Context: an optimization exercise on an open-source flow, tuned for a short achievable clock period and few clock cycles. The choices shown serve that exercise and are no tape-out recipe. The RTL was checked by simulation tests, not by an equivalence proof against the original design. No activity file was given, so power comes from the tool's default toggle rates.

<file path="config.mk">
export PLATFORM = sky130hd
export DESIGN_NAME = frame_dec_top
export DESIGN_NICKNAME = frame_dec_top
export VERILOG_FILES = /design/flow/design.v
export SDC_FILE = /design/flow/constraint.sdc
export NUM_CORES = 4
export LEC_CHECK = 0
export CAP_MARGIN = 20
export CORE_MARGIN = 2
export CORE_UTILIZATION = 40
export SLEW_MARGIN = 20
</file>
<file path="constraint.sdc">
create_clock -name core_clock -period 7.0 [get_ports {USER_CLK}]
set_input_delay 1.4000 -clock core_clock [delete_from_list [all_inputs] [get_ports {USER_CLK}]]
set_output_delay 1.4000 -clock core_clock [all_outputs]
set_load 0.01 [all_outputs]
</file>
<file path="design.v">
package frame_dec_pkg;
    localparam int WORD_BITS   = 32;                       
    localparam int FRAME_BITS  = 1024;                     
    localparam int FRAME_WORDS = FRAME_BITS / WORD_BITS;   
    localparam logic [WORD_BITS-1:0] SYNC_WORD_DEFAULT = 32'h1234_807F;
    typedef logic [WORD_BITS-1:0]          rx_word_t;     
    typedef logic [FRAME_BITS-1:0]         frame_t;       
    typedef logic [$clog2(FRAME_BITS)-1:0] frame_pos_t;   
endpackage
package bloom_pkg;
    localparam int SYMBOL_BITS      = 24;   
    localparam int K_HASHES_DEFAULT = 5;    
    localparam logic [9:0] LFSR_SEED = 10'h001;
    typedef logic [7:0]             byte_t;     
    typedef logic [SYMBOL_BITS-1:0] symbol_t;   
    typedef enum logic [1:0] {
        B_IDLE,   
        B_HASH,   
        B_WAIT    
    } bloom_state_t;
    typedef enum logic {
        L_IDLE,     
        L_SEARCH    
    } lookup_state_t;
    function automatic symbol_t symbol_expand(input byte_t b);
        byte_t rev;
        for (int i = 0; i < 8; i++)
        begin
            rev[i] = b[7-i];   
        end
        symbol_expand = {b, ~b, rev};
    endfunction
    function automatic logic [9:0] lfsr_next(
        input logic [9:0] s
    );
        lfsr_next = {s[8:0], s[9] ^ s[6]};
    endfunction
endpackage
`timescale 1ns/10ps
module frame_dec_top #(
    parameter frame_dec_pkg::rx_word_t SYNC_WORD = frame_dec_pkg::SYNC_WORD_DEFAULT,
    parameter int                      K_HASHES  = bloom_pkg::K_HASHES_DEFAULT
) (
    input  logic                    USER_CLK,
    input  logic                    SYSTEM_RESET,
    input  logic                    cs_i,
    input  frame_dec_pkg::rx_word_t rx_data_i,
    output logic                    synched_o,
    output logic                    busy_o,
    output bloom_pkg::byte_t        byte_o,
    output logic                    byte_valid_o,
    output logic [31:0]             frame_count_o
);
    logic [31:0] w1_q;         
    logic [31:8] w2_q;         
    logic        ok0_q;        
    logic        ok123_q;      
    logic        idle_q;       
    logic [33:1] ph_q;         
    logic [3:0]  off_q;        
    logic [23:0] acc_q;        
    logic [23:0] kill;
    logic [3:0]  hit;
    logic        any_hit;
    logic [23:0] sym;
    logic        b_last;
    logic        sym_ok;
    logic [7:0]  rev;
    logic [7:0]  byte_q;
    logic        valid_q;
    logic        busy_q;
    logic        synched_q;
    logic [31:0] count_q;
    logic [31:0] count_inc_q;
    always_comb
    begin
        hit[0] = idle_q && ok123_q && ({w1_q[7:0],  w2_q[31:8]}  == SYNC_WORD);
        hit[1] = idle_q && ok123_q && ({w1_q[15:0], w2_q[31:16]} == SYNC_WORD);
        hit[2] = idle_q && ok123_q && ({w1_q[23:0], w2_q[31:24]} == SYNC_WORD);
        hit[3] = idle_q && ok0_q   && (w1_q == SYNC_WORD);
    end
    assign any_hit = |hit;
    always_comb
    begin
        kill[0] = (off_q[0] & ph_q[1] & ~w2_q[9])
                  | (off_q[1] & ph_q[1] & ~w2_q[17])
                  | (off_q[2] & ph_q[1] & ~w2_q[25])
                  | (off_q[3] & ph_q[1] & ~w1_q[1])
                  | (off_q[0] & ph_q[1] & ~w2_q[10])
                  | (off_q[1] & ph_q[1] & ~w2_q[18])
                  | (off_q[2] & ph_q[1] & ~w2_q[26])
                  | (off_q[3] & ph_q[1] & ~w1_q[2])
                  | (off_q[0] & ph_q[1] & ~w2_q[12])
                  | (off_q[1] & ph_q[1] & ~w2_q[20])
                  | (off_q[2] & ph_q[1] & ~w2_q[28])
                  | (off_q[3] & ph_q[1] & ~w1_q[4])
                  | (off_q[0] & ph_q[1] & ~w2_q[16])
                  | (off_q[1] & ph_q[1] & ~w2_q[24])
                  | (off_q[2] & ph_q[1] & ~w1_q[0])
                  | (off_q[3] & ph_q[1] & ~w1_q[8])
                  | (off_q[0] & ph_q[1] & ~w2_q[24])
                  | (off_q[1] & ph_q[1] & ~w1_q[0])
                  | (off_q[2] & ph_q[1] & ~w1_q[8])
                  | (off_q[3] & ph_q[1] & ~w1_q[16]);
        kill[1] = (off_q[0] & ph_q[1] & ~w1_q[8])
                  | (off_q[1] & ph_q[1] & ~w1_q[16])
                  | (off_q[2] & ph_q[1] & ~w1_q[24])
                  | (off_q[3] & ph_q[2] & ~w1_q[0])
                  | (off_q[0] & ph_q[2] & ~w1_q[8])
                  | (off_q[1] & ph_q[2] & ~w1_q[16])
                  | (off_q[2] & ph_q[2] & ~w1_q[24])
                  | (off_q[3] & ph_q[3] & ~w1_q[0])
                  | (off_q[0] & ph_q[4] & ~w1_q[9])
                  | (off_q[1] & ph_q[4] & ~w1_q[17])
                  | (off_q[2] & ph_q[4] & ~w1_q[25])
                  | (off_q[3] & ph_q[5] & ~w1_q[1])
                  | (off_q[0] & ph_q[8] & ~w1_q[10])
                  | (off_q[1] & ph_q[8] & ~w1_q[18])
                  | (off_q[2] & ph_q[8] & ~w1_q[26])
                  | (off_q[3] & ph_q[9] & ~w1_q[2])
                  | (off_q[0] & ph_q[16] & ~w1_q[12])
                  | (off_q[1] & ph_q[16] & ~w1_q[20])
                  | (off_q[2] & ph_q[16] & ~w1_q[28])
                  | (off_q[3] & ph_q[17] & ~w1_q[4]);
        kill[2] = (off_q[0] & ph_q[1] & ~w2_q[17])
                  | (off_q[1] & ph_q[1] & ~w2_q[25])
                  | (off_q[2] & ph_q[1] & ~w1_q[1])
                  | (off_q[3] & ph_q[1] & ~w1_q[9])
                  | (off_q[0] & ph_q[1] & ~w2_q[26])
                  | (off_q[1] & ph_q[1] & ~w1_q[2])
                  | (off_q[2] & ph_q[1] & ~w1_q[10])
                  | (off_q[3] & ph_q[1] & ~w1_q[18])
                  | (off_q[0] & ph_q[1] & ~w1_q[12])
                  | (off_q[1] & ph_q[1] & ~w1_q[20])
                  | (off_q[2] & ph_q[1] & ~w1_q[28])
                  | (off_q[3] & ph_q[2] & ~w1_q[4])
                  | (off_q[0] & ph_q[2] & ~w1_q[16])
                  | (off_q[1] & ph_q[2] & ~w1_q[24])
                  | (off_q[2] & ph_q[3] & ~w1_q[0])
                  | (off_q[3] & ph_q[3] & ~w1_q[8])
                  | (off_q[0] & ph_q[4] & ~w1_q[25])
                  | (off_q[1] & ph_q[5] & ~w1_q[1])
                  | (off_q[2] & ph_q[5] & ~w1_q[9])
                  | (off_q[3] & ph_q[5] & ~w1_q[17]);
        kill[3] = (off_q[0] & ph_q[9] & ~w1_q[10])
                  | (off_q[1] & ph_q[9] & ~w1_q[18])
                  | (off_q[2] & ph_q[9] & ~w1_q[26])
                  | (off_q[3] & ph_q[10] & ~w1_q[2])
                  | (off_q[0] & ph_q[18] & ~w1_q[12])
                  | (off_q[1] & ph_q[18] & ~w1_q[20])
                  | (off_q[2] & ph_q[18] & ~w1_q[28])
                  | (off_q[3] & ph_q[19] & ~w1_q[4])
                  | (off_q[0] & ph_q[4] & ~w1_q[16])
                  | (off_q[1] & ph_q[4] & ~w1_q[24])
                  | (off_q[2] & ph_q[5] & ~w1_q[0])
                  | (off_q[3] & ph_q[5] & ~w1_q[8])
                  | (off_q[0] & ph_q[8] & ~w1_q[24])
                  | (off_q[1] & ph_q[9] & ~w1_q[0])
                  | (off_q[2] & ph_q[9] & ~w1_q[8])
                  | (off_q[3] & ph_q[9] & ~w1_q[16])
                  | (off_q[0] & ph_q[17] & ~w1_q[8])
                  | (off_q[1] & ph_q[17] & ~w1_q[16])
                  | (off_q[2] & ph_q[17] & ~w1_q[24])
                  | (off_q[3] & ph_q[18] & ~w1_q[0]);
        kill[4] = (off_q[0] & ph_q[2] & ~w1_q[9])
                  | (off_q[1] & ph_q[2] & ~w1_q[17])
                  | (off_q[2] & ph_q[2] & ~w1_q[25])
                  | (off_q[3] & ph_q[3] & ~w1_q[1])
                  | (off_q[0] & ph_q[4] & ~w1_q[11])
                  | (off_q[1] & ph_q[4] & ~w1_q[19])
                  | (off_q[2] & ph_q[4] & ~w1_q[27])
                  | (off_q[3] & ph_q[5] & ~w1_q[3])
                  | (off_q[0] & ph_q[8] & ~w1_q[14])
                  | (off_q[1] & ph_q[8] & ~w1_q[22])
                  | (off_q[2] & ph_q[8] & ~w1_q[30])
                  | (off_q[3] & ph_q[9] & ~w1_q[6])
                  | (off_q[0] & ph_q[16] & ~w1_q[20])
                  | (off_q[1] & ph_q[16] & ~w1_q[28])
                  | (off_q[2] & ph_q[17] & ~w1_q[4])
                  | (off_q[3] & ph_q[17] & ~w1_q[12])
                  | (off_q[0] & ph_q[1] & ~w1_q[1])
                  | (off_q[1] & ph_q[1] & ~w1_q[9])
                  | (off_q[2] & ph_q[1] & ~w1_q[17])
                  | (off_q[3] & ph_q[1] & ~w1_q[25]);
        kill[5] = (off_q[0] & ph_q[1] & ~w1_q[26])
                  | (off_q[1] & ph_q[2] & ~w1_q[2])
                  | (off_q[2] & ph_q[2] & ~w1_q[10])
                  | (off_q[3] & ph_q[2] & ~w1_q[18])
                  | (off_q[0] & ph_q[3] & ~w1_q[12])
                  | (off_q[1] & ph_q[3] & ~w1_q[20])
                  | (off_q[2] & ph_q[3] & ~w1_q[28])
                  | (off_q[3] & ph_q[4] & ~w1_q[4])
                  | (off_q[0] & ph_q[6] & ~w1_q[17])
                  | (off_q[1] & ph_q[6] & ~w1_q[25])
                  | (off_q[2] & ph_q[7] & ~w1_q[1])
                  | (off_q[3] & ph_q[7] & ~w1_q[9])
                  | (off_q[0] & ph_q[12] & ~w1_q[27])
                  | (off_q[1] & ph_q[13] & ~w1_q[3])
                  | (off_q[2] & ph_q[13] & ~w1_q[11])
                  | (off_q[3] & ph_q[13] & ~w1_q[19])
                  | (off_q[0] & ph_q[25] & ~w1_q[14])
                  | (off_q[1] & ph_q[25] & ~w1_q[22])
                  | (off_q[2] & ph_q[25] & ~w1_q[30])
                  | (off_q[3] & ph_q[26] & ~w1_q[6]);
        kill[6] = (off_q[0] & ph_q[18] & ~w1_q[21])
                  | (off_q[1] & ph_q[18] & ~w1_q[29])
                  | (off_q[2] & ph_q[19] & ~w1_q[5])
                  | (off_q[3] & ph_q[19] & ~w1_q[13])
                  | (off_q[0] & ph_q[5] & ~w1_q[2])
                  | (off_q[1] & ph_q[5] & ~w1_q[10])
                  | (off_q[2] & ph_q[5] & ~w1_q[18])
                  | (off_q[3] & ph_q[5] & ~w1_q[26])
                  | (off_q[0] & ph_q[9] & ~w1_q[28])
                  | (off_q[1] & ph_q[10] & ~w1_q[4])
                  | (off_q[2] & ph_q[10] & ~w1_q[12])
                  | (off_q[3] & ph_q[10] & ~w1_q[20])
                  | (off_q[0] & ph_q[19] & ~w1_q[16])
                  | (off_q[1] & ph_q[19] & ~w1_q[24])
                  | (off_q[2] & ph_q[20] & ~w1_q[0])
                  | (off_q[3] & ph_q[20] & ~w1_q[8])
                  | (off_q[0] & ph_q[6] & ~w1_q[24])
                  | (off_q[1] & ph_q[7] & ~w1_q[0])
                  | (off_q[2] & ph_q[7] & ~w1_q[8])
                  | (off_q[3] & ph_q[7] & ~w1_q[16]);
        kill[7] = (off_q[0] & ph_q[13] & ~w1_q[9])
                  | (off_q[1] & ph_q[13] & ~w1_q[17])
                  | (off_q[2] & ph_q[13] & ~w1_q[25])
                  | (off_q[3] & ph_q[14] & ~w1_q[1])
                  | (off_q[0] & ph_q[26] & ~w1_q[10])
                  | (off_q[1] & ph_q[26] & ~w1_q[18])
                  | (off_q[2] & ph_q[26] & ~w1_q[26])
                  | (off_q[3] & ph_q[27] & ~w1_q[2])
                  | (off_q[0] & ph_q[20] & ~w1_q[12])
                  | (off_q[1] & ph_q[20] & ~w1_q[20])
                  | (off_q[2] & ph_q[20] & ~w1_q[28])
                  | (off_q[3] & ph_q[21] & ~w1_q[4])
                  | (off_q[0] & ph_q[8] & ~w1_q[17])
                  | (off_q[1] & ph_q[8] & ~w1_q[25])
                  | (off_q[2] & ph_q[9] & ~w1_q[1])
                  | (off_q[3] & ph_q[9] & ~w1_q[9])
                  | (off_q[0] & ph_q[16] & ~w1_q[26])
                  | (off_q[1] & ph_q[17] & ~w1_q[2])
                  | (off_q[2] & ph_q[17] & ~w1_q[10])
                  | (off_q[3] & ph_q[17] & ~w1_q[18]);
        kill[8] = (off_q[0] & ph_q[1] & ~w1_q[13])
                  | (off_q[1] & ph_q[1] & ~w1_q[21])
                  | (off_q[2] & ph_q[1] & ~w1_q[29])
                  | (off_q[3] & ph_q[2] & ~w1_q[5])
                  | (off_q[0] & ph_q[2] & ~w1_q[18])
                  | (off_q[1] & ph_q[2] & ~w1_q[26])
                  | (off_q[2] & ph_q[3] & ~w1_q[2])
                  | (off_q[3] & ph_q[3] & ~w1_q[10])
                  | (off_q[0] & ph_q[4] & ~w1_q[29])
                  | (off_q[1] & ph_q[5] & ~w1_q[5])
                  | (off_q[2] & ph_q[5] & ~w1_q[13])
                  | (off_q[3] & ph_q[5] & ~w1_q[21])
                  | (off_q[0] & ph_q[9] & ~w1_q[18])
                  | (off_q[1] & ph_q[9] & ~w1_q[26])
                  | (off_q[2] & ph_q[10] & ~w1_q[2])
                  | (off_q[3] & ph_q[10] & ~w1_q[10])
                  | (off_q[0] & ph_q[18] & ~w1_q[28])
                  | (off_q[1] & ph_q[19] & ~w1_q[4])
                  | (off_q[2] & ph_q[19] & ~w1_q[12])
                  | (off_q[3] & ph_q[19] & ~w1_q[20]);
        kill[9] = (off_q[0] & ph_q[5] & ~w1_q[16])
                  | (off_q[1] & ph_q[5] & ~w1_q[24])
                  | (off_q[2] & ph_q[6] & ~w1_q[0])
                  | (off_q[3] & ph_q[6] & ~w1_q[8])
                  | (off_q[0] & ph_q[10] & ~w1_q[24])
                  | (off_q[1] & ph_q[11] & ~w1_q[0])
                  | (off_q[2] & ph_q[11] & ~w1_q[8])
                  | (off_q[3] & ph_q[11] & ~w1_q[16])
                  | (off_q[0] & ph_q[21] & ~w1_q[9])
                  | (off_q[1] & ph_q[21] & ~w1_q[17])
                  | (off_q[2] & ph_q[21] & ~w1_q[25])
                  | (off_q[3] & ph_q[22] & ~w1_q[1])
                  | (off_q[0] & ph_q[10] & ~w1_q[11])
                  | (off_q[1] & ph_q[10] & ~w1_q[19])
                  | (off_q[2] & ph_q[10] & ~w1_q[27])
                  | (off_q[3] & ph_q[11] & ~w1_q[3])
                  | (off_q[0] & ph_q[20] & ~w1_q[15])
                  | (off_q[1] & ph_q[20] & ~w1_q[23])
                  | (off_q[2] & ph_q[20] & ~w1_q[31])
                  | (off_q[3] & ph_q[21] & ~w1_q[7]);
        kill[10] = (off_q[0] & ph_q[8] & ~w1_q[23])
                  | (off_q[1] & ph_q[8] & ~w1_q[31])
                  | (off_q[2] & ph_q[9] & ~w1_q[7])
                  | (off_q[3] & ph_q[9] & ~w1_q[15])
                  | (off_q[0] & ph_q[17] & ~w1_q[6])
                  | (off_q[1] & ph_q[17] & ~w1_q[14])
                  | (off_q[2] & ph_q[17] & ~w1_q[22])
                  | (off_q[3] & ph_q[17] & ~w1_q[30])
                  | (off_q[0] & ph_q[2] & ~w1_q[5])
                  | (off_q[1] & ph_q[2] & ~w1_q[13])
                  | (off_q[2] & ph_q[2] & ~w1_q[21])
                  | (off_q[3] & ph_q[2] & ~w1_q[29])
                  | (off_q[0] & ph_q[4] & ~w1_q[2])
                  | (off_q[1] & ph_q[4] & ~w1_q[10])
                  | (off_q[2] & ph_q[4] & ~w1_q[18])
                  | (off_q[3] & ph_q[4] & ~w1_q[26])
                  | (off_q[0] & ph_q[7] & ~w1_q[29])
                  | (off_q[1] & ph_q[8] & ~w1_q[5])
                  | (off_q[2] & ph_q[8] & ~w1_q[13])
                  | (off_q[3] & ph_q[8] & ~w1_q[21]);
        kill[11] = (off_q[0] & ph_q[15] & ~w1_q[19])
                  | (off_q[1] & ph_q[15] & ~w1_q[27])
                  | (off_q[2] & ph_q[16] & ~w1_q[3])
                  | (off_q[3] & ph_q[16] & ~w1_q[11])
                  | (off_q[0] & ph_q[30] & ~w1_q[31])
                  | (off_q[0] & ph_q[29] & ~w1_q[22])
                  | (off_q[1] & ph_q[29] & ~w1_q[30])
                  | (off_q[2] & ph_q[30] & ~w1_q[6])
                  | (off_q[3] & ph_q[30] & ~w1_q[14])
                  | (off_q[0] & ph_q[27] & ~w1_q[5])
                  | (off_q[1] & ph_q[27] & ~w1_q[13])
                  | (off_q[2] & ph_q[27] & ~w1_q[21])
                  | (off_q[3] & ph_q[27] & ~w1_q[29])
                  | (off_q[0] & ph_q[22] & ~w1_q[2])
                  | (off_q[1] & ph_q[22] & ~w1_q[10])
                  | (off_q[2] & ph_q[22] & ~w1_q[18])
                  | (off_q[3] & ph_q[22] & ~w1_q[26]);
        kill[12] = (off_q[0] & ph_q[11] & ~w1_q[29])
                  | (off_q[1] & ph_q[12] & ~w1_q[5])
                  | (off_q[2] & ph_q[12] & ~w1_q[13])
                  | (off_q[3] & ph_q[12] & ~w1_q[21])
                  | (off_q[0] & ph_q[23] & ~w1_q[19])
                  | (off_q[1] & ph_q[23] & ~w1_q[27])
                  | (off_q[2] & ph_q[24] & ~w1_q[3])
                  | (off_q[3] & ph_q[24] & ~w1_q[11])
                  | (off_q[0] & ph_q[14] & ~w1_q[30])
                  | (off_q[1] & ph_q[15] & ~w1_q[6])
                  | (off_q[2] & ph_q[15] & ~w1_q[14])
                  | (off_q[3] & ph_q[15] & ~w1_q[22])
                  | (off_q[0] & ph_q[29] & ~w1_q[21])
                  | (off_q[1] & ph_q[29] & ~w1_q[29])
                  | (off_q[2] & ph_q[30] & ~w1_q[5])
                  | (off_q[3] & ph_q[30] & ~w1_q[13])
                  | (off_q[0] & ph_q[27] & ~w1_q[3])
                  | (off_q[1] & ph_q[27] & ~w1_q[11])
                  | (off_q[2] & ph_q[27] & ~w1_q[19])
                  | (off_q[3] & ph_q[27] & ~w1_q[27]);
        kill[13] = (off_q[0] & ph_q[21] & ~w1_q[30])
                  | (off_q[1] & ph_q[22] & ~w1_q[6])
                  | (off_q[2] & ph_q[22] & ~w1_q[14])
                  | (off_q[3] & ph_q[22] & ~w1_q[22])
                  | (off_q[0] & ph_q[11] & ~w1_q[21])
                  | (off_q[1] & ph_q[11] & ~w1_q[29])
                  | (off_q[2] & ph_q[12] & ~w1_q[5])
                  | (off_q[3] & ph_q[12] & ~w1_q[13])
                  | (off_q[0] & ph_q[23] & ~w1_q[3])
                  | (off_q[1] & ph_q[23] & ~w1_q[11])
                  | (off_q[2] & ph_q[23] & ~w1_q[19])
                  | (off_q[3] & ph_q[23] & ~w1_q[27])
                  | (off_q[0] & ph_q[13] & ~w1_q[30])
                  | (off_q[1] & ph_q[14] & ~w1_q[6])
                  | (off_q[2] & ph_q[14] & ~w1_q[14])
                  | (off_q[3] & ph_q[14] & ~w1_q[22])
                  | (off_q[0] & ph_q[27] & ~w1_q[20])
                  | (off_q[1] & ph_q[27] & ~w1_q[28])
                  | (off_q[2] & ph_q[28] & ~w1_q[4])
                  | (off_q[3] & ph_q[28] & ~w1_q[12]);
        kill[14] = (off_q[0] & ph_q[23] & ~w1_q[0])
                  | (off_q[1] & ph_q[23] & ~w1_q[8])
                  | (off_q[2] & ph_q[23] & ~w1_q[16])
                  | (off_q[3] & ph_q[23] & ~w1_q[24])
                  | (off_q[0] & ph_q[13] & ~w1_q[24])
                  | (off_q[1] & ph_q[14] & ~w1_q[0])
                  | (off_q[2] & ph_q[14] & ~w1_q[8])
                  | (off_q[3] & ph_q[14] & ~w1_q[16])
                  | (off_q[0] & ph_q[27] & ~w1_q[8])
                  | (off_q[1] & ph_q[27] & ~w1_q[16])
                  | (off_q[2] & ph_q[27] & ~w1_q[24])
                  | (off_q[3] & ph_q[28] & ~w1_q[0])
                  | (off_q[0] & ph_q[22] & ~w1_q[8])
                  | (off_q[1] & ph_q[22] & ~w1_q[16])
                  | (off_q[2] & ph_q[22] & ~w1_q[24])
                  | (off_q[3] & ph_q[23] & ~w1_q[0])
                  | (off_q[0] & ph_q[12] & ~w1_q[8])
                  | (off_q[1] & ph_q[12] & ~w1_q[16])
                  | (off_q[2] & ph_q[12] & ~w1_q[24])
                  | (off_q[3] & ph_q[13] & ~w1_q[0]);
        kill[15] = (off_q[0] & ph_q[24] & ~w1_q[8])
                  | (off_q[1] & ph_q[24] & ~w1_q[16])
                  | (off_q[2] & ph_q[24] & ~w1_q[24])
                  | (off_q[3] & ph_q[25] & ~w1_q[0])
                  | (off_q[0] & ph_q[16] & ~w1_q[9])
                  | (off_q[1] & ph_q[16] & ~w1_q[17])
                  | (off_q[2] & ph_q[16] & ~w1_q[25])
                  | (off_q[3] & ph_q[17] & ~w1_q[1])
                  | (off_q[0] & ph_q[1] & ~w2_q[11])
                  | (off_q[1] & ph_q[1] & ~w2_q[19])
                  | (off_q[2] & ph_q[1] & ~w2_q[27])
                  | (off_q[3] & ph_q[1] & ~w1_q[3])
                  | (off_q[0] & ph_q[1] & ~w2_q[14])
                  | (off_q[1] & ph_q[1] & ~w2_q[22])
                  | (off_q[2] & ph_q[1] & ~w2_q[30])
                  | (off_q[3] & ph_q[1] & ~w1_q[6])
                  | (off_q[0] & ph_q[1] & ~w2_q[20])
                  | (off_q[1] & ph_q[1] & ~w2_q[28])
                  | (off_q[2] & ph_q[1] & ~w1_q[4])
                  | (off_q[3] & ph_q[1] & ~w1_q[12]);
        kill[16] = (off_q[0] & ph_q[1] & ~w1_q[0])
                  | (off_q[1] & ph_q[1] & ~w1_q[8])
                  | (off_q[2] & ph_q[1] & ~w1_q[16])
                  | (off_q[3] & ph_q[1] & ~w1_q[24])
                  | (off_q[0] & ph_q[1] & ~w1_q[24])
                  | (off_q[1] & ph_q[2] & ~w1_q[0])
                  | (off_q[2] & ph_q[2] & ~w1_q[8])
                  | (off_q[3] & ph_q[2] & ~w1_q[16])
                  | (off_q[0] & ph_q[3] & ~w1_q[8])
                  | (off_q[1] & ph_q[3] & ~w1_q[16])
                  | (off_q[2] & ph_q[3] & ~w1_q[24])
                  | (off_q[3] & ph_q[4] & ~w1_q[0])
                  | (off_q[0] & ph_q[6] & ~w1_q[9])
                  | (off_q[1] & ph_q[6] & ~w1_q[17])
                  | (off_q[2] & ph_q[6] & ~w1_q[25])
                  | (off_q[3] & ph_q[7] & ~w1_q[1])
                  | (off_q[0] & ph_q[12] & ~w1_q[11])
                  | (off_q[1] & ph_q[12] & ~w1_q[19])
                  | (off_q[2] & ph_q[12] & ~w1_q[27])
                  | (off_q[3] & ph_q[13] & ~w1_q[3]);
        kill[17] = (off_q[0] & ph_q[24] & ~w1_q[14])
                  | (off_q[1] & ph_q[24] & ~w1_q[22])
                  | (off_q[2] & ph_q[24] & ~w1_q[30])
                  | (off_q[3] & ph_q[25] & ~w1_q[6])
                  | (off_q[0] & ph_q[16] & ~w1_q[21])
                  | (off_q[1] & ph_q[16] & ~w1_q[29])
                  | (off_q[2] & ph_q[17] & ~w1_q[5])
                  | (off_q[3] & ph_q[17] & ~w1_q[13])
                  | (off_q[0] & ph_q[1] & ~w1_q[3])
                  | (off_q[1] & ph_q[1] & ~w1_q[11])
                  | (off_q[2] & ph_q[1] & ~w1_q[19])
                  | (off_q[3] & ph_q[1] & ~w1_q[27])
                  | (off_q[0] & ph_q[1] & ~w1_q[30])
                  | (off_q[1] & ph_q[2] & ~w1_q[6])
                  | (off_q[2] & ph_q[2] & ~w1_q[14])
                  | (off_q[3] & ph_q[2] & ~w1_q[22])
                  | (off_q[0] & ph_q[3] & ~w1_q[20])
                  | (off_q[1] & ph_q[3] & ~w1_q[28])
                  | (off_q[2] & ph_q[4] & ~w1_q[4])
                  | (off_q[3] & ph_q[4] & ~w1_q[12]);
        kill[18] = (off_q[0] & ph_q[7] & ~w1_q[1])
                  | (off_q[1] & ph_q[7] & ~w1_q[9])
                  | (off_q[2] & ph_q[7] & ~w1_q[17])
                  | (off_q[3] & ph_q[7] & ~w1_q[25])
                  | (off_q[0] & ph_q[13] & ~w1_q[27])
                  | (off_q[1] & ph_q[14] & ~w1_q[3])
                  | (off_q[2] & ph_q[14] & ~w1_q[11])
                  | (off_q[3] & ph_q[14] & ~w1_q[19])
                  | (off_q[0] & ph_q[27] & ~w1_q[14])
                  | (off_q[1] & ph_q[27] & ~w1_q[22])
                  | (off_q[2] & ph_q[27] & ~w1_q[30])
                  | (off_q[3] & ph_q[28] & ~w1_q[6])
                  | (off_q[0] & ph_q[22] & ~w1_q[20])
                  | (off_q[1] & ph_q[22] & ~w1_q[28])
                  | (off_q[2] & ph_q[23] & ~w1_q[4])
                  | (off_q[3] & ph_q[23] & ~w1_q[12])
                  | (off_q[0] & ph_q[13] & ~w1_q[0])
                  | (off_q[1] & ph_q[13] & ~w1_q[8])
                  | (off_q[2] & ph_q[13] & ~w1_q[16])
                  | (off_q[3] & ph_q[13] & ~w1_q[24]);
        kill[19] = (off_q[0] & ph_q[25] & ~w1_q[24])
                  | (off_q[1] & ph_q[26] & ~w1_q[0])
                  | (off_q[2] & ph_q[26] & ~w1_q[8])
                  | (off_q[3] & ph_q[26] & ~w1_q[16])
                  | (off_q[0] & ph_q[19] & ~w1_q[9])
                  | (off_q[1] & ph_q[19] & ~w1_q[17])
                  | (off_q[2] & ph_q[19] & ~w1_q[25])
                  | (off_q[3] & ph_q[20] & ~w1_q[1])
                  | (off_q[0] & ph_q[6] & ~w1_q[10])
                  | (off_q[1] & ph_q[6] & ~w1_q[18])
                  | (off_q[2] & ph_q[6] & ~w1_q[26])
                  | (off_q[3] & ph_q[7] & ~w1_q[2])
                  | (off_q[0] & ph_q[12] & ~w1_q[13])
                  | (off_q[1] & ph_q[12] & ~w1_q[21])
                  | (off_q[2] & ph_q[12] & ~w1_q[29])
                  | (off_q[3] & ph_q[13] & ~w1_q[5])
                  | (off_q[0] & ph_q[24] & ~w1_q[18])
                  | (off_q[1] & ph_q[24] & ~w1_q[26])
                  | (off_q[2] & ph_q[25] & ~w1_q[2])
                  | (off_q[3] & ph_q[25] & ~w1_q[10]);
        kill[20] = (off_q[0] & ph_q[16] & ~w1_q[29])
                  | (off_q[1] & ph_q[17] & ~w1_q[5])
                  | (off_q[2] & ph_q[17] & ~w1_q[13])
                  | (off_q[3] & ph_q[17] & ~w1_q[21])
                  | (off_q[0] & ph_q[1] & ~w1_q[19])
                  | (off_q[1] & ph_q[1] & ~w1_q[27])
                  | (off_q[2] & ph_q[2] & ~w1_q[3])
                  | (off_q[3] & ph_q[2] & ~w1_q[11])
                  | (off_q[0] & ph_q[2] & ~w1_q[30])
                  | (off_q[1] & ph_q[3] & ~w1_q[6])
                  | (off_q[2] & ph_q[3] & ~w1_q[14])
                  | (off_q[3] & ph_q[3] & ~w1_q[22])
                  | (off_q[0] & ph_q[5] & ~w1_q[21])
                  | (off_q[1] & ph_q[5] & ~w1_q[29])
                  | (off_q[2] & ph_q[6] & ~w1_q[5])
                  | (off_q[3] & ph_q[6] & ~w1_q[13])
                  | (off_q[0] & ph_q[11] & ~w1_q[2])
                  | (off_q[1] & ph_q[11] & ~w1_q[10])
                  | (off_q[2] & ph_q[11] & ~w1_q[18])
                  | (off_q[3] & ph_q[11] & ~w1_q[26]);
        kill[21] = (off_q[0] & ph_q[21] & ~w1_q[29])
                  | (off_q[1] & ph_q[22] & ~w1_q[5])
                  | (off_q[2] & ph_q[22] & ~w1_q[13])
                  | (off_q[3] & ph_q[22] & ~w1_q[21])
                  | (off_q[0] & ph_q[11] & ~w1_q[19])
                  | (off_q[1] & ph_q[11] & ~w1_q[27])
                  | (off_q[2] & ph_q[12] & ~w1_q[3])
                  | (off_q[3] & ph_q[12] & ~w1_q[11])
                  | (off_q[0] & ph_q[22] & ~w1_q[31])
                  | (off_q[1] & ph_q[23] & ~w1_q[7])
                  | (off_q[2] & ph_q[23] & ~w1_q[15])
                  | (off_q[3] & ph_q[23] & ~w1_q[23])
                  | (off_q[0] & ph_q[13] & ~w1_q[22])
                  | (off_q[1] & ph_q[13] & ~w1_q[30])
                  | (off_q[2] & ph_q[14] & ~w1_q[6])
                  | (off_q[3] & ph_q[14] & ~w1_q[14])
                  | (off_q[0] & ph_q[27] & ~w1_q[4])
                  | (off_q[1] & ph_q[27] & ~w1_q[12])
                  | (off_q[2] & ph_q[27] & ~w1_q[20])
                  | (off_q[3] & ph_q[27] & ~w1_q[28]);
        kill[22] = (off_q[0] & ph_q[22] & ~w1_q[0])
                  | (off_q[1] & ph_q[22] & ~w1_q[8])
                  | (off_q[2] & ph_q[22] & ~w1_q[16])
                  | (off_q[3] & ph_q[22] & ~w1_q[24])
                  | (off_q[0] & ph_q[11] & ~w1_q[25])
                  | (off_q[1] & ph_q[12] & ~w1_q[1])
                  | (off_q[2] & ph_q[12] & ~w1_q[9])
                  | (off_q[3] & ph_q[12] & ~w1_q[17])
                  | (off_q[0] & ph_q[23] & ~w1_q[11])
                  | (off_q[1] & ph_q[23] & ~w1_q[19])
                  | (off_q[2] & ph_q[23] & ~w1_q[27])
                  | (off_q[3] & ph_q[24] & ~w1_q[3])
                  | (off_q[0] & ph_q[14] & ~w1_q[14])
                  | (off_q[1] & ph_q[14] & ~w1_q[22])
                  | (off_q[2] & ph_q[14] & ~w1_q[30])
                  | (off_q[3] & ph_q[15] & ~w1_q[6])
                  | (off_q[0] & ph_q[28] & ~w1_q[21])
                  | (off_q[1] & ph_q[28] & ~w1_q[29])
                  | (off_q[2] & ph_q[29] & ~w1_q[5])
                  | (off_q[3] & ph_q[29] & ~w1_q[13]);
        kill[23] = (off_q[0] & ph_q[25] & ~w1_q[3])
                  | (off_q[1] & ph_q[25] & ~w1_q[11])
                  | (off_q[2] & ph_q[25] & ~w1_q[19])
                  | (off_q[3] & ph_q[25] & ~w1_q[27])
                  | (off_q[0] & ph_q[17] & ~w1_q[31])
                  | (off_q[1] & ph_q[18] & ~w1_q[7])
                  | (off_q[2] & ph_q[18] & ~w1_q[15])
                  | (off_q[3] & ph_q[18] & ~w1_q[23])
                  | (off_q[0] & ph_q[3] & ~w1_q[23])
                  | (off_q[1] & ph_q[3] & ~w1_q[31])
                  | (off_q[2] & ph_q[4] & ~w1_q[7])
                  | (off_q[3] & ph_q[4] & ~w1_q[15])
                  | (off_q[0] & ph_q[7] & ~w1_q[7])
                  | (off_q[1] & ph_q[7] & ~w1_q[15])
                  | (off_q[2] & ph_q[7] & ~w1_q[23])
                  | (off_q[3] & ph_q[7] & ~w1_q[31])
                  | (off_q[0] & ph_q[14] & ~w1_q[7])
                  | (off_q[1] & ph_q[14] & ~w1_q[15])
                  | (off_q[2] & ph_q[14] & ~w1_q[23])
                  | (off_q[3] & ph_q[14] & ~w1_q[31]);
    end
    always_comb
    begin
        b_last = off_q[0] | (off_q[1] & w1_q[7]) | (off_q[2] & w1_q[15]) | (off_q[3] & w1_q[23]);
        sym     = acc_q;
        sym[11] = acc_q[11] & b_last;
        for (int i = 0; i < 8; i++)
            rev[i] = sym[23-i];
        sym_ok  = (sym[15:8] == ~sym[23:16]) && (sym[7:0] == rev);
    end
    always_ff @(posedge USER_CLK)
    begin
        if (cs_i)
        begin
            w1_q <= rx_data_i;
            w2_q <= w1_q[31:8];
            acc_q <= (ph_q[1] ? 24'hFF_FFFF : acc_q) & ~kill;
            count_inc_q <= count_q + 32'd1;
            if (ph_q[31])
                byte_q <= sym_ok ? sym[23:16] : 8'hFF;
            if (any_hit)
                off_q <= hit;
        end
    end
    always_ff @(posedge USER_CLK)
    begin
        if (SYSTEM_RESET)
        begin
            ok0_q     <= 1'b0;
            ok123_q   <= 1'b0;
            idle_q    <= 1'b1;
            ph_q      <= '0;
            valid_q   <= 1'b0;
            busy_q    <= 1'b0;
            synched_q <= 1'b0;
            count_q   <= '0;
        end
        else if (cs_i)
        begin
            ok0_q   <= 1'b1;
            ok123_q <= ok0_q;
            idle_q  <= (idle_q && !any_hit) || ph_q[33];
            ph_q    <= {ph_q[32:1], any_hit};
            valid_q <= ph_q[31];
            busy_q  <= ph_q[31];
            if (any_hit)
                synched_q <= 1'b1;
            else if (ph_q[31])
                synched_q <= 1'b0;
            if (ph_q[31])
                count_q <= count_inc_q;
        end
    end
    assign synched_o     = synched_q;
    assign busy_o        = busy_q;
    assign byte_o        = byte_q;
    assign byte_valid_o  = valid_q;
    assign frame_count_o = count_q;
endmodule
</file>
<file path="run.sh">
#!/bin/bash
# synth_recipe.tcl (not shown) runs the flow's synth.tcl, then flattens the netlist and writes it again
# the make line also repeats each setting of config.mk as NAME=value (left out here)
make -C /OpenROAD-flow-scripts/flow DESIGN_CONFIG=/design/flow/config.mk WORK_HOME=/design/flow/orfs CLKGATE_MAP_FILE= SYNTH_SCRIPT=/design/flow/synth_recipe.tcl finish
</file>
==> report_table.html <==
<table>
<tr><th>Metric</th><th>Value</th></tr>
<tr><th colspan="2">Synthesis</th></tr>
<tr><td>Library cell with the largest summed area after synthesis</td><td>edfxtp_1</td></tr>
<tr><td>Flops &amp; latches, synth</td><td>~190</td></tr>
<tr><td>Share of the synthesized area in the top cell type</td><td>~37%</td></tr>
<tr><td>Synth warnings</td><td>1</td></tr>
<tr><td>Top cells by area, synth</td><td>edfxtp_1, dfxtp_1, o22ai_1, nand2_1, nor2_1</td></tr>
<tr><td>Gate Count Post-Synth</td><td>1090</td></tr>
<tr><td>Proportion of synthesized flip-flops having asynchronous set or reset</td><td>0%</td></tr>
<tr><td>Synth Area per Inst</td><td>9.350 sq um</td></tr>
<tr><td>Syn Std Cell Area</td><td>10190 sq um</td></tr>
<tr><td>Synthesized netlist net count</td><td>1126</td></tr>
<tr><td>Netlist cell types</td><td>66</td></tr>
<tr><td>Sequential element share of the synthesized area</td><td>roughly 50%</td></tr>
<tr><td>Primary flip-flop cell chosen by synthesis mapping</td><td>edfxtp_1</td></tr>
<tr><td>Count of flip-flops with a built-in enable after synthesis</td><td>124</td></tr>
<tr><th colspan="2">Global routing</th></tr>
<tr><td>First-pass GRT wire length</td><td>56.46 mm</td></tr>
<tr><td>Remaining global-route overflow</td><td>0</td></tr>
<tr><td>Largest net degree at the start of global routing</td><td>around 80</td></tr>
<tr><td>Antenna violations before repair</td><td>0</td></tr>
<tr><td>Overall global routing resource usage</td><td>28.25%</td></tr>
<tr><td>Via count of the first global-routing pass</td><td>8938</td></tr>
<tr><th colspan="2">Floorplan</th></tr>
<tr><td>Vert. Die Dim</td><td>163.6 um</td></tr>
<tr><td>Cell row count</td><td>slightly below 60</td></tr>
<tr><td>Number of top-level design ports</td><td>78</td></tr>
<tr><td>Core Box Area</td><td>25110 sq um</td></tr>
<tr><td>Die Outline Area</td><td>roughly 27000 sq um</td></tr>
<tr><td>Die boundary width</td><td>163.6 um</td></tr>
<tr><td>Initial Utilization</td><td>40.59%</td></tr>
<tr><th colspan="2">Detailed routing</th></tr>
<tr><td>Remaining DRCs</td><td>0</td></tr>
<tr><td>Post-detailed-route count of antenna-violating nets</td><td>0</td></tr>
<tr><td>Via density</td><td>6.595</td></tr>
<tr><td>Initial DRC count</td><td>1366</td></tr>
<tr><td>Total routed wirelength</td><td>37.51 mm</td></tr>
<tr><td>Via total after detailed routing</td><td>9523</td></tr>
<tr><td>Length of the first detailed-routing pass in iterations</td><td>7</td></tr>
<tr><td>Detail-routed net length per standard cell</td><td>25.98 um</td></tr>
<tr><th colspan="2">STA</th></tr>
<tr><td>Maximum clock rate</td><td>0.3132 GHz</td></tr>
<tr><td>Slew Limit Headroom</td><td>35.08%</td></tr>
<tr><td>Setup repair after global routing missed its margin</td><td>false</td></tr>
<tr><td>Pin slew with the least headroom to its limit</td><td>0.9738 ns</td></tr>
<tr><td>Shortest clock period the worst path allows after layout</td><td>3.192 ns</td></tr>
<tr><td>WHS</td><td>between 0.4 and 0.5 ns</td></tr>
<tr><td>Clock skew</td><td>0.01362 ns</td></tr>
<tr><td>Final-report max-slew violation count</td><td>0</td></tr>
<tr><td>Total Negative Setup Slacks</td><td>0 ns</td></tr>
<tr><td>Fin. Hold Viols</td><td>0</td></tr>
<tr><td>Fin crit share</td><td>45.61%</td></tr>
<tr><td>Count of endpoints failing setup in the final report</td><td>0</td></tr>
<tr><th colspan="2">Hold path</th></tr>
<tr><td>Type of the most critical hold path</td><td>reg2reg</td></tr>
<tr><td>Worst Hold Path EP</td><td>idle_q</td></tr>
<tr><td>Hold Startpoint</td><td>idle_q</td></tr>
<tr><td>Number of cells on the worst hold path</td><td>2</td></tr>
<tr><th colspan="2">Clocking</th></tr>
<tr><td>Number of buffers inserted by post-CTS setup repair</td><td>0</td></tr>
<tr><td>Clock Root Buffer</td><td>clkbuf_16</td></tr>
<tr><td>Count of cells resized by post-cts repair</td><td>0</td></tr>
<tr><td>Insertion delay to the later sink of the worst-skew pair</td><td>0.45 ns</td></tr>
<tr><td>Clock tree from TritonCTS</td><td>yes</td></tr>
<tr><td>Clock slew at the register clock pins of the worst setup and hold paths</td><td>0.08 ns</td></tr>
<tr><td>Level count of the clock H-tree</td><td>4</td></tr>
<tr><td>Hold_buf cts</td><td>0</td></tr>
<tr><td>Number of buffers created by CTS</td><td>17</td></tr>
<tr><td>Sinks on Clock Net</td><td>193</td></tr>
<tr><td>Maximum clock path buffer count</td><td>2</td></tr>
<tr><th colspan="2">Final layout</th></tr>
<tr><td>Area added between synthesis and finish</td><td>14.61%</td></tr>
<tr><td>Post-route design area</td><td>between 10000 and 15000 sq um</td></tr>
<tr><td>Fraction of final layout cells sized beyond drive strength 1</td><td>5.745%</td></tr>
<tr><td>Count of nets after finishing</td><td>1137</td></tr>
<tr><td>Antenna diode instance count</td><td>0</td></tr>
<tr><th colspan="2">Power</th></tr>
<tr><td>Power density over the cells</td><td>213.1 nW/um^2</td></tr>
<tr><td>Maximum VDD drop</td><td>0.1426 mV</td></tr>
<tr><td>Leakage</td><td>3.743 nW</td></tr>
<tr><th colspan="2">Worst setup path</th></tr>
<tr><td>Type of the setup path with the least slack</td><td>in2reg</td></tr>
<tr><td>Cell-by-cell trace of the critical path</td><td>buf_6 &gt; buf_4 &gt; or4b_1 &gt; o311ai_1</td></tr>
<tr><td>Sort of element at the start of the critical path</td><td>primary input</td></tr>
<tr><td>Cell with the largest stage delay on the worst path</td><td>buf_4</td></tr>
<tr><td>Critical path buffers and inverters</td><td>2</td></tr>
<tr><td>Reg-to-reg slack, setup</td><td>4.13 ns</td></tr>
<tr><td>Arrival time of data at the critical path endpoint</td><td>3.54 ns</td></tr>
<tr><td>CP required</td><td>7.35 ns</td></tr>
<tr><td>Top fanout value on the critical path</td><td>77</td></tr>
<tr><td>Cell count of the worst reg-to-reg path</td><td>5</td></tr>
<tr><td>Critical path's largest stage delay</td><td>0.87 ns</td></tr>
<tr><td>Endpoint of the most critical register-to-register path</td><td>off_q[1]</td></tr>
<tr><td>Category of cells accounting for the largest share of critical-path delay</td><td>buffers and inverters</td></tr>
<tr><td>Reg-to-reg critical path startpoint</td><td>w1_q[12]</td></tr>
<tr><td>Endpoint class of the critical path</td><td>flip-flop</td></tr>
<tr><th colspan="2">Flow run</th></tr>
<tr><td>MaxCap Viol Count</td><td>0</td></tr>
<tr><th colspan="2">Placed design</th></tr>
<tr><td>Half-perimeter wire length after placement</td><td>around 23 mm</td></tr>
<tr><td>Placement-stage cell area</td><td>11070 sq um</td></tr>
<tr><td>Final weighted congestion of routability-driven global placement</td><td>between 0.9 and 1</td></tr>
<tr><td>Count of buffers from port buffering</td><td>77</td></tr>
<tr><th colspan="2">Run status</th></tr>
<tr><td>Result of the run</td><td>timing/DRC/antenna clean</td></tr>
</table>
==> worst min-delay path, stage by stage, from the launching register on <==
cell and delay (ns):
dfxtp_1 0.33, inv_1 0.06, a211oi_1 0.05
==> per-stage QoR <==
stage | total power (W) | utilization, % | setup WS [ns] | instances
5_1_grt | 0.002553 | 46.52 | 3.651 | 1444
6_report | 0.002489 | 46.52 | 3.808 | 1444
3_3_place_gp | 0.001495 | 44.09 | 3.351 | 1412
4_1_cts | 0.002490 | 46.52 | 3.773 | 1444
3_5_place_dp | 0.001493 | 44.09 | 3.324 | 1412
2_1_floorplan | 0.001395 | - | 4.251 | 1090
==> flip-flops by register name, indices dropped and copies added (netlist names) <==
name         cells
w2_q            24
ok123_q          1
w1_q            32
byte_q           8
count_inc_q     32
idle_q           1
acc_q           24
count_q         32
synched_q        1
ok0_q            1
off_q            4
ph_q            33
==> where the power goes <==
| group | leakage, nW | internal (W) | switching (W) | total, W |
|---|---|---|---|---|
| Sequential | 1.74 | 0.00125 | 0.000109 | 0.00136 |
| Combinational | 1.70 | 0.0000551 | 0.0000625 | 0.000118 |
| Clock | 0.297 | 0.000489 | 0.000520 | 0.00101 |
| Total | 3.74 | 0.00180 | 0.000691 | 0.00249 |
==> cell usage after synthesis, types with 6 or more instances <==
master and count:
dfxtp_1 69, o221ai_1 17, edfxtp_1 124, nand4b_1 6, a221oi_1 7, nand2_1 113
nor3b_1 7, nor3_1 11, inv_2 16, nand4_1 18, nor2_1 108, and4_1 6
nand3_1 28, a22oi_1 22, a222oi_1 12, inv_1 29, buf_1 8, o32ai_1 8
a21oi_1 57, nand2b_1 20, o21ai_0 45, o21ai_1 14, mux2i_1 32, xnor2_1 22
a31oi_1 8, clkbuf_1 83, xor2_1 10, nor4_1 13, o22ai_1 98
==> layer usage <==
| metal | vias to the layer above | part of all wire, % | track usage (%) |
|---|---|---|---|
| met2 | 705 | 42 | 39.53 |
| met1 | 4501 | 40 | 38.71 |
| li1 | 4139 | - | - |
| met4 | 0 | 6.3 | 17.11 |
| met5 | - | 0 | 0 |
| met3 | 178 | 12 | 7.669 |
==> placed cells by master, fill, tap and decap left out, types with 11 or more instances in the layout <==
cell               n
a22oi_1           22
nand4_1           18
inv_2             16
edfxtp_1         124
nor4_1            13
a21oi_1           57
nor3_1            11
xnor2_1           22
o221ai_1          17
inv_1             29
dfxtp_1           69
a222oi_1          12
clkbuf_16         17
clkdlybuf4s50_1   75
nand2b_1          20
o21ai_0           45
o21ai_1           14
nor2_1           108
nand3_1           28
nand2_1          113
mux2i_1           32
o22ai_1           98
==> how the worst max path moves through the flow <==
stage / end / slack, ns / cells past startpoint / startpoint
CTS: ph_q[1] / 3.77 / 4 / cs_i
detailed placement: ph_q[1] / 3.32 / 4 / cs_i
floorplan: off_q[0] / 4.25 / 4 / cs_i
finish: ph_q[1] / 3.81 / 4 / cs_i
global placement: ph_q[1] / 3.35 / 4 / cs_i
global route: ph_q[1] / 3.65 / 4 / cs_i
==> cell families (layout without fill, tap and decap cells) <==
family	after synthesis	count (layout)	share of synthesized area, %
AND/OR/NAND/NOR	369	369	17.88
buffers and inverters	141	165	5.390
AO/OA/AOI/OAI	322	322	20.63
adder cells (fa/ha/maj)	1	1	0.1228
multiplexers	32	32	3.143
flip-flops	193	193	50.09
XOR/XNOR	32	32	2.750
==> area by class of cell <==
class / instances / area [sq um]
Timing Repair Buffer: 87 / 842.1
Tap cell: 330 / 412.9
Clock buffer: 17 / 425.4
Sequential cell: 193 / 5105
Clock inverter: 15 / 185.2
Multi-Input combinational cell: 756 / 4537
Fill cell: 2435 / 13430
Inverter: 46 / 172.7
Testbench counts, summed over its fixed seeds: cycles 33,347.

## port drivers added, routing unchanged
The flow's constraints put no driver on any port. The routed layout listed below was extracted and timed again, unchanged, in two steps. Step 1 sets driving cells, clkbuf_16 on the clock port and buf_2 on the other inputs (assumed; they add their load-dependent delay and slew). Step 2 moves the port delays by t, midway between the first and last clock arrival at a register: inputs arrive t later, outputs are due t later. That takes back most of the time a late clock gives input paths. Three values: ideal, step 1, step 2; two values: the first two.
t, ns: 0.491
setup slack, ns: 3.808 / 3.820 / 3.329
slew at the worst register clock pin (ns): 0.09 / 0.09
worst slew at a driven data input, ns: 0.04
cell pins on the clock port's net: 1
After both steps this run still meets setup and hold. For this run, drivers alone change the setup slack by +0.012 ns; drivers and shift together by -0.479 ns.
